What follows belongs to an exercise in optimizing a design on an open flow for a short achievable clock period and few clock cycles; a production flow would make more cautious choices.
In this exercise RTL edits were held to simulation tests only and were not proved equivalent to the original.
No activity file was given, so power comes from the tool's default toggle rates.

==> design.v <==
`timescale 1ns/100ps
package cache_cfg_pkg;
        localparam int word_bits = 32;
        localparam int line_words = 4;
        localparam int offset_bits = 4;           
        localparam int default_num_sets = 16;
        typedef logic [word_bits-1:0] word_t;
        typedef logic [31:0] addr_t;              
        typedef logic [line_words*word_bits-1:0] line_t;
endpackage
`timescale 1ns/100ps
package cache_ctrl_pkg;
        typedef enum logic [1:0] {
                idle,
                lookup,
                refill,
                merge
        } ctrl_state_e;
        typedef enum logic [1:0] {
                none,
                fill,
                evict_fill               
        } mem_op_e;
endpackage
`timescale 1ns/100ps
module tag_store #(
        parameter int num_sets = cache_cfg_pkg::default_num_sets
) (
        input logic clk,
        input logic reset,
        input cache_cfg_pkg::addr_t lk_addr,
        input logic [$clog2(num_sets)-1:0] lk_index,
        input logic lk_fill_en,
        input logic lk_write_en,
        input logic lk_touch,
        output logic lk_hit,
        output logic lk_hit_way,
        output logic lk_victim_way,
        output logic lk_victim_dirty,
        output cache_cfg_pkg::addr_t lk_victim_addr
);
        localparam int index_bits = $clog2(num_sets);
        localparam int tag_bits = 32 - index_bits - cache_cfg_pkg::offset_bits;
        logic [tag_bits-1:0] tag_mem [num_sets][2];
        logic [num_sets-1:0][1:0] valid;
        logic [num_sets-1:0][1:0] dirty;
        logic [num_sets-1:0] lru;                
        logic [tag_bits-1:0] tag;
        logic [1:0] hit_vec;
        logic victim;
        assign tag = lk_addr[31 -: tag_bits];
        assign hit_vec[0] = valid[lk_index][0] && (tag_mem[lk_index][0] == tag);
        assign hit_vec[1] = valid[lk_index][1] && (tag_mem[lk_index][1] == tag);
        assign lk_hit = |hit_vec;
        assign lk_hit_way = hit_vec[1];
        assign victim = !valid[lk_index][0] ? 1'b0 :
                        !valid[lk_index][1] ? 1'b1 : lru[lk_index];
        assign lk_victim_way = victim;
        assign lk_victim_dirty = dirty[lk_index][victim];
        assign lk_victim_addr = {tag_mem[lk_index][victim], lk_index,
                                 {cache_cfg_pkg::offset_bits{1'b0}}};
        always_ff @(posedge clk)
        begin
                if (lk_fill_en)
                begin
                        tag_mem[lk_index][victim] <= tag;
                end
        end
        always_ff @(posedge clk or posedge reset)
        begin
                if (reset)
                begin
                        valid <= '0;
                        dirty <= '0;
                        lru <= '0;
                end
                else if (lk_fill_en)
                begin
                        valid[lk_index][victim] <= 1'b1;
                        dirty[lk_index][victim] <= lk_write_en;    
                        lru[lk_index] <= ~victim;
                end
                else
                begin
                        if (lk_write_en)
                        begin
                                dirty[lk_index][lk_hit_way] <= 1'b1;
                        end
                        if (lk_touch)
                        begin
                                lru[lk_index] <= ~lk_hit_way;
                        end
                end
        end
endmodule
`timescale 1ns/100ps
module data_store #(
        parameter int num_sets = cache_cfg_pkg::default_num_sets
) (
        input logic clk,
        input logic reset,
        input cache_cfg_pkg::addr_t lk_addr,
        input logic [$clog2(num_sets)-1:0] lk_index,
        input logic lk_fill_en,
        input logic lk_write_en,
        input cache_cfg_pkg::word_t lk_wdata,
        input logic lk_byte_sel,
        input logic lk_hit_way,
        input logic lk_victim_way,
        output cache_cfg_pkg::word_t lk_rdata,
        input cache_cfg_pkg::line_t rf_fill_line,
        output cache_cfg_pkg::line_t victim_line
);
        cache_cfg_pkg::line_t lines [num_sets][2];
        cache_cfg_pkg::line_t src_line;
        cache_cfg_pkg::line_t new_line;
        cache_cfg_pkg::word_t word;
        logic way;
        logic [1:0] word_idx;
        assign way = lk_fill_en ? lk_victim_way : lk_hit_way;
        assign word_idx = lk_addr[3:2];
        assign src_line = lk_fill_en ? rf_fill_line : lines[lk_index][way];
        assign word = src_line[word_idx*cache_cfg_pkg::word_bits +: cache_cfg_pkg::word_bits];
        assign lk_rdata = lk_byte_sel ? cache_cfg_pkg::word_t'(word[lk_addr[1:0]*8 +: 8]) :
                                        word;
        assign victim_line = lines[lk_index][lk_victim_way];    
        always_comb
        begin
                new_line = src_line;
                if (lk_write_en)
                begin
                        new_line[word_idx*cache_cfg_pkg::word_bits +: cache_cfg_pkg::word_bits] =
                                lk_wdata;
                end
        end
        always_ff @(posedge clk)
        begin
                if (lk_fill_en || lk_write_en)
                begin
                        lines[lk_index][way] <= new_line;
                end
        end
endmodule
`timescale 1ns/100ps
module mem_port (
        input logic clk,
        input logic reset,
        input logic rf_start,                    
        input cache_ctrl_pkg::mem_op_e rf_op,
        input cache_cfg_pkg::addr_t rf_miss_addr,
        input cache_cfg_pkg::addr_t rf_victim_addr,
        output logic rf_done,                    
        output cache_cfg_pkg::line_t rf_fill_line,
        input cache_cfg_pkg::line_t victim_line,
        input logic ready_mem,
        input logic mem_busy,
        input cache_cfg_pkg::line_t data_mem_read,
        output cache_cfg_pkg::line_t data_mem_write,
        output cache_cfg_pkg::addr_t addr_mem,
        output logic read_mem,
        output logic write_mem
);
        typedef enum logic [2:0] {
                port_idle,
                wb_issue,
                wb_wait,
                rd_issue,
                rd_wait
        } port_state_e;
        port_state_e state;
        cache_cfg_pkg::addr_t miss_q;            
        cache_cfg_pkg::line_t line_q;
        logic fill_done;
        assign fill_done = (state == rd_wait) && ready_mem;
        assign rf_done = fill_done;
        assign rf_fill_line = fill_done ? data_mem_read : line_q;   
        always_ff @(posedge clk or posedge reset)
        begin
                if (reset)
                begin
                        state <= port_idle;
                        read_mem <= 1'b0;
                        write_mem <= 1'b0;
                        addr_mem <= '0;
                        miss_q <= '0;
                end
                else
                begin
                        read_mem <= 1'b0;        
                        write_mem <= 1'b0;
                        case (state)
                        port_idle:
                                if (rf_start)
                                begin
                                        miss_q <= {rf_miss_addr[31:cache_cfg_pkg::offset_bits],
                                                   {cache_cfg_pkg::offset_bits{1'b0}}};
                                        addr_mem <= rf_victim_addr;
                                        if (rf_op == cache_ctrl_pkg::evict_fill)
                                                state <= wb_issue;
                                        else if (rf_op == cache_ctrl_pkg::fill)
                                                state <= rd_issue;
                                end
                        wb_issue:
                                if (!mem_busy)
                                begin
                                        write_mem <= 1'b1;
                                        state <= wb_wait;
                                end
                        wb_wait:
                                if (ready_mem)
                                        state <= rd_issue;
                        rd_issue:
                                if (!mem_busy)
                                begin
                                        read_mem <= 1'b1;
                                        addr_mem <= miss_q;
                                        state <= rd_wait;
                                end
                        default:
                                if (ready_mem)
                                        state <= port_idle;
                        endcase
                end
        end
        always_ff @(posedge clk)
        begin
                if (state == port_idle && rf_start)
                        data_mem_write <= victim_line;
                if (fill_done)
                        line_q <= data_mem_read;
        end
endmodule
`timescale 1ns/100ps
module cache_control (
        input logic clk,
        input logic reset,
        input logic read_cpu,
        input logic write_cpu,
        input logic byte_sel,
        input cache_cfg_pkg::word_t data_cpu_write,
        input cache_cfg_pkg::addr_t addr_cpu,
        output cache_cfg_pkg::word_t data_cpu_read,
        output logic stall,
        output cache_cfg_pkg::addr_t lk_addr,
        output logic lk_fill_en,
        output logic lk_write_en,
        output cache_cfg_pkg::word_t lk_wdata,
        output logic lk_byte_sel,
        output logic lk_touch,
        input logic lk_hit,
        input logic lk_hit_way,
        input logic lk_victim_dirty,
        input cache_cfg_pkg::addr_t lk_victim_addr,
        input cache_cfg_pkg::word_t lk_rdata,
        output logic rf_start,
        output cache_ctrl_pkg::mem_op_e rf_op,
        output cache_cfg_pkg::addr_t rf_miss_addr,
        output cache_cfg_pkg::addr_t rf_victim_addr,
        input logic rf_done
);
        cache_ctrl_pkg::ctrl_state_e state;
        cache_cfg_pkg::addr_t addr_q;
        cache_cfg_pkg::word_t wdata_q;
        logic byte_q;
        logic write_q;                           
        logic accept;
        logic hit_now;
        assign accept = (state == cache_ctrl_pkg::idle) && (read_cpu || write_cpu);
        assign hit_now = (state == cache_ctrl_pkg::lookup) && lk_hit;
        assign lk_addr = addr_q;
        assign lk_wdata = wdata_q;
        assign lk_byte_sel = byte_q;
        assign lk_touch = hit_now;
        assign lk_fill_en = (state == cache_ctrl_pkg::merge);
        assign lk_write_en = write_q && (hit_now || state == cache_ctrl_pkg::merge);
        assign rf_start = (state == cache_ctrl_pkg::lookup) && !lk_hit;
        assign rf_miss_addr = addr_q;
        assign rf_victim_addr = lk_victim_addr;
        always_comb
        begin
                if (!rf_start)
                        rf_op = cache_ctrl_pkg::none;
                else if (lk_victim_dirty)
                        rf_op = cache_ctrl_pkg::evict_fill;
                else
                        rf_op = cache_ctrl_pkg::fill;
        end
        always_ff @(posedge clk or posedge reset)
        begin
                if (reset)
                begin
                        state <= cache_ctrl_pkg::idle;
                        stall <= 1'b0;
                        write_q <= 1'b0;
                end
                else
                begin
                        case (state)
                        cache_ctrl_pkg::idle:
                                if (accept)
                                begin
                                        state <= cache_ctrl_pkg::lookup;
                                        stall <= 1'b1;
                                        write_q <= write_cpu && !read_cpu;   
                                end
                        cache_ctrl_pkg::lookup:
                                if (lk_hit)
                                begin
                                        state <= cache_ctrl_pkg::idle;
                                        stall <= 1'b0;
                                end
                                else
                                        state <= cache_ctrl_pkg::refill;
                        cache_ctrl_pkg::refill:
                                if (rf_done)
                                        state <= cache_ctrl_pkg::merge;
                        default:
                        begin
                                state <= cache_ctrl_pkg::idle;   
                                stall <= 1'b0;
                        end
                        endcase
                end
        end
        always_ff @(posedge clk)
        begin
                if (accept)
                begin
                        addr_q <= addr_cpu;
                        wdata_q <= data_cpu_write;
                        byte_q <= byte_sel;
                end
                if (!write_q && (hit_now || state == cache_ctrl_pkg::merge))
                        data_cpu_read <= lk_rdata;
        end
endmodule
`timescale 1ns/100ps
module cache_top #(
        parameter int num_sets = cache_cfg_pkg::default_num_sets
) (
        input logic clk,
        input logic reset,
        input logic read_cpu,
        input logic write_cpu,
        input logic byte_sel,
        input cache_cfg_pkg::word_t data_cpu_write,
        input cache_cfg_pkg::addr_t addr_cpu,
        output cache_cfg_pkg::word_t data_cpu_read,
        output logic stall,
        input logic ready_mem,
        input logic mem_busy,
        input cache_cfg_pkg::line_t data_mem_read,
        output cache_cfg_pkg::line_t data_mem_write,
        output cache_cfg_pkg::addr_t addr_mem,
        output logic read_mem,
        output logic write_mem
);
        cache_cfg_pkg::line_t victim_line;
        cache_cfg_pkg::addr_t lk_addr;
        logic [$clog2(num_sets)-1:0] lk_index;   
        logic lk_fill_en;
        logic lk_write_en;
        cache_cfg_pkg::word_t lk_wdata;
        logic lk_byte_sel;
        logic lk_touch;
        logic lk_hit;
        logic lk_hit_way;
        logic lk_victim_way;
        logic lk_victim_dirty;
        cache_cfg_pkg::addr_t lk_victim_addr;    
        cache_cfg_pkg::word_t lk_rdata;
        logic rf_start;
        cache_ctrl_pkg::mem_op_e rf_op;
        cache_cfg_pkg::addr_t rf_miss_addr;
        cache_cfg_pkg::addr_t rf_victim_addr;
        logic rf_done;
        cache_cfg_pkg::line_t rf_fill_line;
        assign lk_index = lk_addr[cache_cfg_pkg::offset_bits +: $clog2(num_sets)];
        cache_control u_control (
                .clk, .reset,
                .read_cpu, .write_cpu, .byte_sel,
                .data_cpu_write, .addr_cpu,
                .data_cpu_read, .stall,
                .lk_addr, .lk_fill_en, .lk_write_en, .lk_wdata, .lk_byte_sel, .lk_touch,
                .lk_hit, .lk_hit_way, .lk_victim_dirty, .lk_victim_addr, .lk_rdata,
                .rf_start, .rf_op, .rf_miss_addr, .rf_victim_addr, .rf_done
        );
        tag_store #(.num_sets(num_sets)) u_tags (
                .clk, .reset,
                .lk_addr, .lk_index, .lk_fill_en, .lk_write_en, .lk_touch,
                .lk_hit, .lk_hit_way, .lk_victim_way, .lk_victim_dirty, .lk_victim_addr
        );
        data_store #(.num_sets(num_sets)) u_data (
                .clk, .reset,
                .lk_addr, .lk_index, .lk_fill_en, .lk_write_en, .lk_wdata, .lk_byte_sel,
                .lk_hit_way, .lk_victim_way, .lk_rdata,
                .rf_fill_line, .victim_line
        );
        mem_port u_mem_port (
                .clk, .reset,
                .rf_start, .rf_op, .rf_miss_addr, .rf_victim_addr, .rf_done, .rf_fill_line,
                .victim_line,
                .ready_mem, .mem_busy, .data_mem_read,
                .data_mem_write, .addr_mem, .read_mem, .write_mem
        );
endmodule
==> run.sh <==
#!/bin/bash
# synth_recipe.tcl (not shown) runs the flow's synth.tcl, then flattens the netlist and writes it again
# the make line also repeats each setting of config.mk as NAME=value (left out here)
make -C /OpenROAD-flow-scripts/flow DESIGN_CONFIG=/design/flow/config.mk WORK_HOME=/design/flow/orfs CLKGATE_MAP_FILE= SYNTH_SCRIPT=/design/flow/synth_recipe.tcl finish
==> config.mk <==
export PLATFORM = sky130hd
export DESIGN_NAME = cache_top
export DESIGN_NICKNAME = cache_top
export VERILOG_FILES = /design/flow/design.v
export SDC_FILE = /design/flow/constraint.sdc
export NUM_CORES = 4
export LEC_CHECK = 0
export CAP_MARGIN = 20
export CORE_MARGIN = 2
export CORE_UTILIZATION = 35
export PLACE_DENSITY = 0.45
export SETUP_SLACK_MARGIN = 0.2
export SLEW_MARGIN = 20
==> constraint.sdc <==
create_clock -name core_clock -period 8.0 [get_ports {clk}]
set_input_delay 1.6000 -clock core_clock [delete_from_list [all_inputs] [get_ports {clk}]]
set_output_delay 1.6000 -clock core_clock [all_outputs]
set_load 0.01 [all_outputs]
==> results.txt <==
-- critical path, stage by stage (launching register included) --
cell	delay, ps
sky130_fd_sc_hd__edfxtp_1	410
sky130_fd_sc_hd__buf_4	210
sky130_fd_sc_hd__buf_4	170
sky130_fd_sc_hd__nand3b_2	960
sky130_fd_sc_hd__o22ai_1	540
sky130_fd_sc_hd__nor4_2	90
sky130_fd_sc_hd__xnor2_1	270
sky130_fd_sc_hd__nor4_1	380
sky130_fd_sc_hd__and4_4	320
sky130_fd_sc_hd__a31o_4	240
sky130_fd_sc_hd__buf_12	180
sky130_fd_sc_hd__buf_12	180
sky130_fd_sc_hd__buf_12	330
sky130_fd_sc_hd__mux4_2	550
sky130_fd_sc_hd__a22oi_1	200
sky130_fd_sc_hd__a21oi_1	120
sky130_fd_sc_hd__nor3_1	830
sky130_fd_sc_hd__buf_4	310
sky130_fd_sc_hd__o32ai_1	250
sky130_fd_sc_hd__a222oi_1	420
sky130_fd_sc_hd__buf_4	160
sky130_fd_sc_hd__nand4_1	90
-- synthesized netlist by cell type, types with 71 or more instances --
cell / n / area, µm²
sky130_fd_sc_hd__a211oi_1: 98 / 736
sky130_fd_sc_hd__a21oi_1: 361 / 1810
sky130_fd_sc_hd__a22o_1: 101 / 885
sky130_fd_sc_hd__a22oi_1: 641 / 4810
sky130_fd_sc_hd__buf_1: 195 / 732
sky130_fd_sc_hd__buf_6: 92 / 1040
sky130_fd_sc_hd__clkbuf_1: 589 / 2210
sky130_fd_sc_hd__dfrtp_1: 145 / 3630
sky130_fd_sc_hd__dfxtp_1: 132 / 2640
sky130_fd_sc_hd__edfxtp_1: 5089 / 153000
sky130_fd_sc_hd__inv_1: 84 / 315
sky130_fd_sc_hd__mux2_2: 156 / 1760
sky130_fd_sc_hd__mux2i_1: 844 / 8450
sky130_fd_sc_hd__mux4_2: 1972 / 44400
sky130_fd_sc_hd__nand2_1: 797 / 2990
sky130_fd_sc_hd__nand4_1: 153 / 957
sky130_fd_sc_hd__nor2_1: 273 / 1020
sky130_fd_sc_hd__nor4_1: 91 / 569
sky130_fd_sc_hd__o21ai_0: 196 / 981
sky130_fd_sc_hd__o221ai_1: 71 / 622
sky130_fd_sc_hd__o22ai_1: 320 / 2000
-- flip-flops by register name, indices dropped and copies added, names as in the netlist, 2 cells and up, named ones only --
register / flops
u_control.data_cpu_read: 32
u_mem_port.line_q: 128
u_data.lines: 4096
u_tags.tag_mem: 768
u_tags.lru: 16
u_control.state: 2
u_mem_port.data_mem_write: 128
u_mem_port.state: 3
u_tags.dirty: 32
u_control.wdata_q: 32
u_tags.valid: 32
u_mem_port.addr_mem: 28
u_mem_port.miss_q: 28
u_control.addr_q: 32
-- repair_timing --
item	CTS	global route
pin swaps	0	1
setup endpoints to repair	40	2
cloned	4	0
setup buffers	13	0
resized for setup	3	3
-- cell type report --
type | count | area (µm²)
fill | 60695 | 400000
sequential | 5366 | 159000
multi-input combinational | 6730 | 78400
timing repair buffer | 1610 | 19400
clock buffer | 797 | 16500
tap | 9210 | 11500
clock inverter | 341 | 3410
inverter | 87 | 357
antenna | 67 | 168
-- stage by stage --
stage                     worst slack [ps]   util  instances
final                                  376  0.419      24208
after global routing                   231  0.419      24162
after CTS                              493  0.419      24138
after detailed placement              -420  0.390      22983
after global placement                -673  0.389      22971
after floorplan                      -1900      -      13190
-- kinds of logic (layout without fill, tap and decap cells) --
logic type / after synthesis / count (layout) / synth area share
mux: 2972 / 2972 / 0.226
xor+xnor: 54 / 54 / 0.00196
flops: 5366 / 5366 / 0.659
simple gates: 1592 / 1596 / 0.0304
fa+ha+maj: 15 / 15 / 0.000777
other cells: 1 / 71 / 0.0000155
buf+inv: 1098 / 2835 / 0.0226
compound gates: 2089 / 2089 / 0.0594
-- worst min path at each step --
| stage | startpoint | to | slack, ps | cells past startpoint |
|---|---|---|---|---|
| after floorplan | u_mem_port.line_q[56] | u_mem_port.line_q[56] | 420 | 2 |
| after global placement | u_tags.valid[6] | u_tags.valid[6] | 450 | 1 |
| after detailed placement | u_tags.valid[24] | u_tags.valid[24] | 450 | 1 |
| after CTS | u_tags.valid[24] | u_tags.valid[24] | 460 | 1 |
| after global routing | u_tags.valid[24] | u_tags.valid[24] | 470 | 1 |
| final | u_mem_port.line_q[25] | u_mem_port.line_q[25] | 460 | 2 |
-- per-layer routing --
| metal | global-route usage | wire (µm) | vias up | share of wire |
|---|---|---|---|---|
| li1 | - | - | 58613 | - |
| met1 | 0.420 | 433000 | 85873 | 0.40 |
| met2 | 0.466 | 491000 | 10643 | 0.45 |
| met3 | 0.0707 | 111000 | 1973 | 0.10 |
| met4 | 0.144 | 58900 | 36 | 0.054 |
| met5 | 0 | 264 | - | 0.00024 |
-- power groups by stage --
stage	registers, mW	clock network [mW]	logic [mW]
6_report	39.6	28.4	42.8
3_5_place_dp	40.2	0	42.2
3_3_place_gp	40.2	0	41.5
2_1_floorplan	40.2	0	21.9
5_1_grt	39.7	29.9	44.3
4_1_cts	39.6	28.8	42.4
==> load_flow_metrics.sql <==
INSERT INTO impl_metrics (metric_group, metric, value, unit) VALUES
('setup_path', 'rr_worst_depth', '21', ''),
('setup_path', 'end_kind', 'register', ''),
('global_routing', 'first_global_vias', '154830', ''),
('setup_path', 'rr_startpoint', 'u_control.addr_q[6]', ''),
('synthesis', 'synth.yosys.seq_area_share', '0.659', ''),
('detailed_routing', 'detailedRoute.firstIterationViolations', '24336', ''),
('clock_network', 'cts.sink_count', '5366', ''),
('timing', 'totalNegativeSetupSlack', '0', 'ps'),
('pwr', 'p_clk_frac', '0.257', ''),
('setup_path', 'rrSetupSlack', '380', 'ps'),
('timing', 'report.final.slew_viol_count', '0', ''),
('clock_network', 'cts.clk_slew.worst_paths', '60', 'ps'),
('clock_network', 'htreeDepth', '6', ''),
('floorplanning', 'boundaryPins', '394', ''),
('synthesis', 'number_of_synthesized_flops_with_an_enable_pin', '5089', ''),
('setup_path', 'timing.critical_path.required', '8870', 'ps'),
('detailed_routing', 'detailedRoute.firstPassIterationCount', '12', ''),
('synthesis', 'syn_area_per_cell', '18.3', 'µm²'),
('global_routing', 'grt_util_all_layers', '0.307', ''),
('placement', 'hpwl_after_detailed_placement', '680000', 'µm'),
('clock_network', 'cts_buffers', '619', ''),
('floorplanning', 'die_height', '835', 'µm'),
('synthesis', 'synth.cell_area', '242000', 'µm²'),
('min_path', 'worst_hold_path_type', 'register to register', ''),
('detailed_routing', 'total_number_of_vias', '157138', ''),
('pwr', 'part_of_the_power_in_combinational_logic', '0.386', ''),
('floorplanning', 'design.core.area', '689000', 'µm²'),
('clock_network', 'cts.path.max_buffers', '4', ''),
('pwr', 'total_power_per_unit_cell_area', '384', 'nW/µm²'),
('floorplanning', 'std_cell_rows', '305', ''),
('detailed_routing', 'drcViolationCount', '0', ''),
('final_layout', 'area_growth', '19.6', '%'),
('clock_network', 'clockRootBuffer', 'sky130_fd_sc_hd__clkbuf_16', ''),
('floorplanning', 'initial_core_util', '0.351', ''),
('final_layout', 'final_design_area_no_fill', '289000', 'µm²'),
('synthesis', 'synthFlopType', 'sky130_fd_sc_hd__edfxtp_1', ''),
('pwr', 'power', '111', 'mW'),
('setup_path', 'timing_startpoint_of_the_critical_path', 'u_control.addr_q[6]', ''),
('synthesis', 'synth_cells', '13187', ''),
('floorplanning', 'dieArea', '697000', 'µm²'),
('timing', 'worst_slew_margin_rel', '0.173', ''),
('timing', 'max_clock_freq', '0.131', 'GHz'),
('timing', 'grt_setup_unrepaired', 'no', ''),
('timing', 'final_min_period_over_clock_period', '0.953', ''),
('setup_path', 'worst_setup_path_endpoint', 'u_control.data_cpu_read[6]', ''),
('clock_network', 'cts_hold_repair.buffers', '0', ''),
('timing', 'finClkSkew', '89.4', 'ps'),
('placement', 'port_buffers', '389', ''),
('pwr', 'internal_power', '70.4', 'mW'),
('detailed_routing', 'final_antenna_net_count', '0', ''),
('outcome', 'outcome', 'no timing/DRC/antenna violations', ''),
('pwr', 'leakage', '90.8', 'nW'),
('synthesis', 'yosysWarnings', '4', ''),
('global_routing', 'largest_net_degree_at_the_start_of_global_routing', '160', ''),
('pwr', 'switchingPower', '40.5', 'mW'),
('global_routing', 'total_gr_overflow', '0', ''),
('synthesis', 'synth.ff_latch_count', '5366', ''),
('floorplanning', 'die-width', '835', 'µm'),
('clock_network', 'clkLatencyLatePin', '1160', 'ps'),
('detailed_routing', 'route.detailed.vias_per_inst', '6.49', ''),
('setup_path', 'criticalPathCategory', 'register to register', ''),
('job', 'cap_viol_max_count', '0', ''),
('detailed_routing', 'wire_per_inst', '45.2', 'µm'),
('setup_path', 'rr_endpoint', 'u_control.data_cpu_read[6]', ''),
('pwr', 'ir_worst_vdd', '0.000368', 'V'),
('setup_path', 'worst-endpoint-arrival', '8490', 'ps'),
('clock_network', 'cts_tree', 'done', ''),
('setup_path', 'worstSetupStartpointType', 'register', ''),
('timing', 'timing.hold.ws', '458', 'ps'),
('global_routing', 'number_of_antenna_violations_at_the_first_check_in_global_routing', '122', ''),
('timing', 'timing_hold_violations_final', '0', '');
Testbench counts, summed over its fixed seeds: cycles 70,437.

[afterwards: timing with drivers on the ports]
Ports are ideal in the flow. The routed layout listed here was re-timed in OpenROAD. Step 1 sets driving cells, clkbuf_16 on the clock port and buf_2 on the other inputs (assumed; they add their load-dependent delay and slew). Step 2 times the ports against the registers' clock, not the clock port: input delays grow and output delays shrink by t, the midpoint of the rising clock arrivals with the driver on. Slacks: ideal / step 1 / step 2; pairs: ideal / step 1.
t, ns: 1.280
setup slack, ns: 0.376 / 0.376 / 0.376
hold slack, ns: 0.458 / 0.458 / 0.458
worst setup path after step 2: register to register
pins driven straight from the clock port: 1
After both steps setup and hold are still met in this run. For this run, drivers alone change the setup slack by 0.000 ns; drivers and shift together by 0.000 ns.
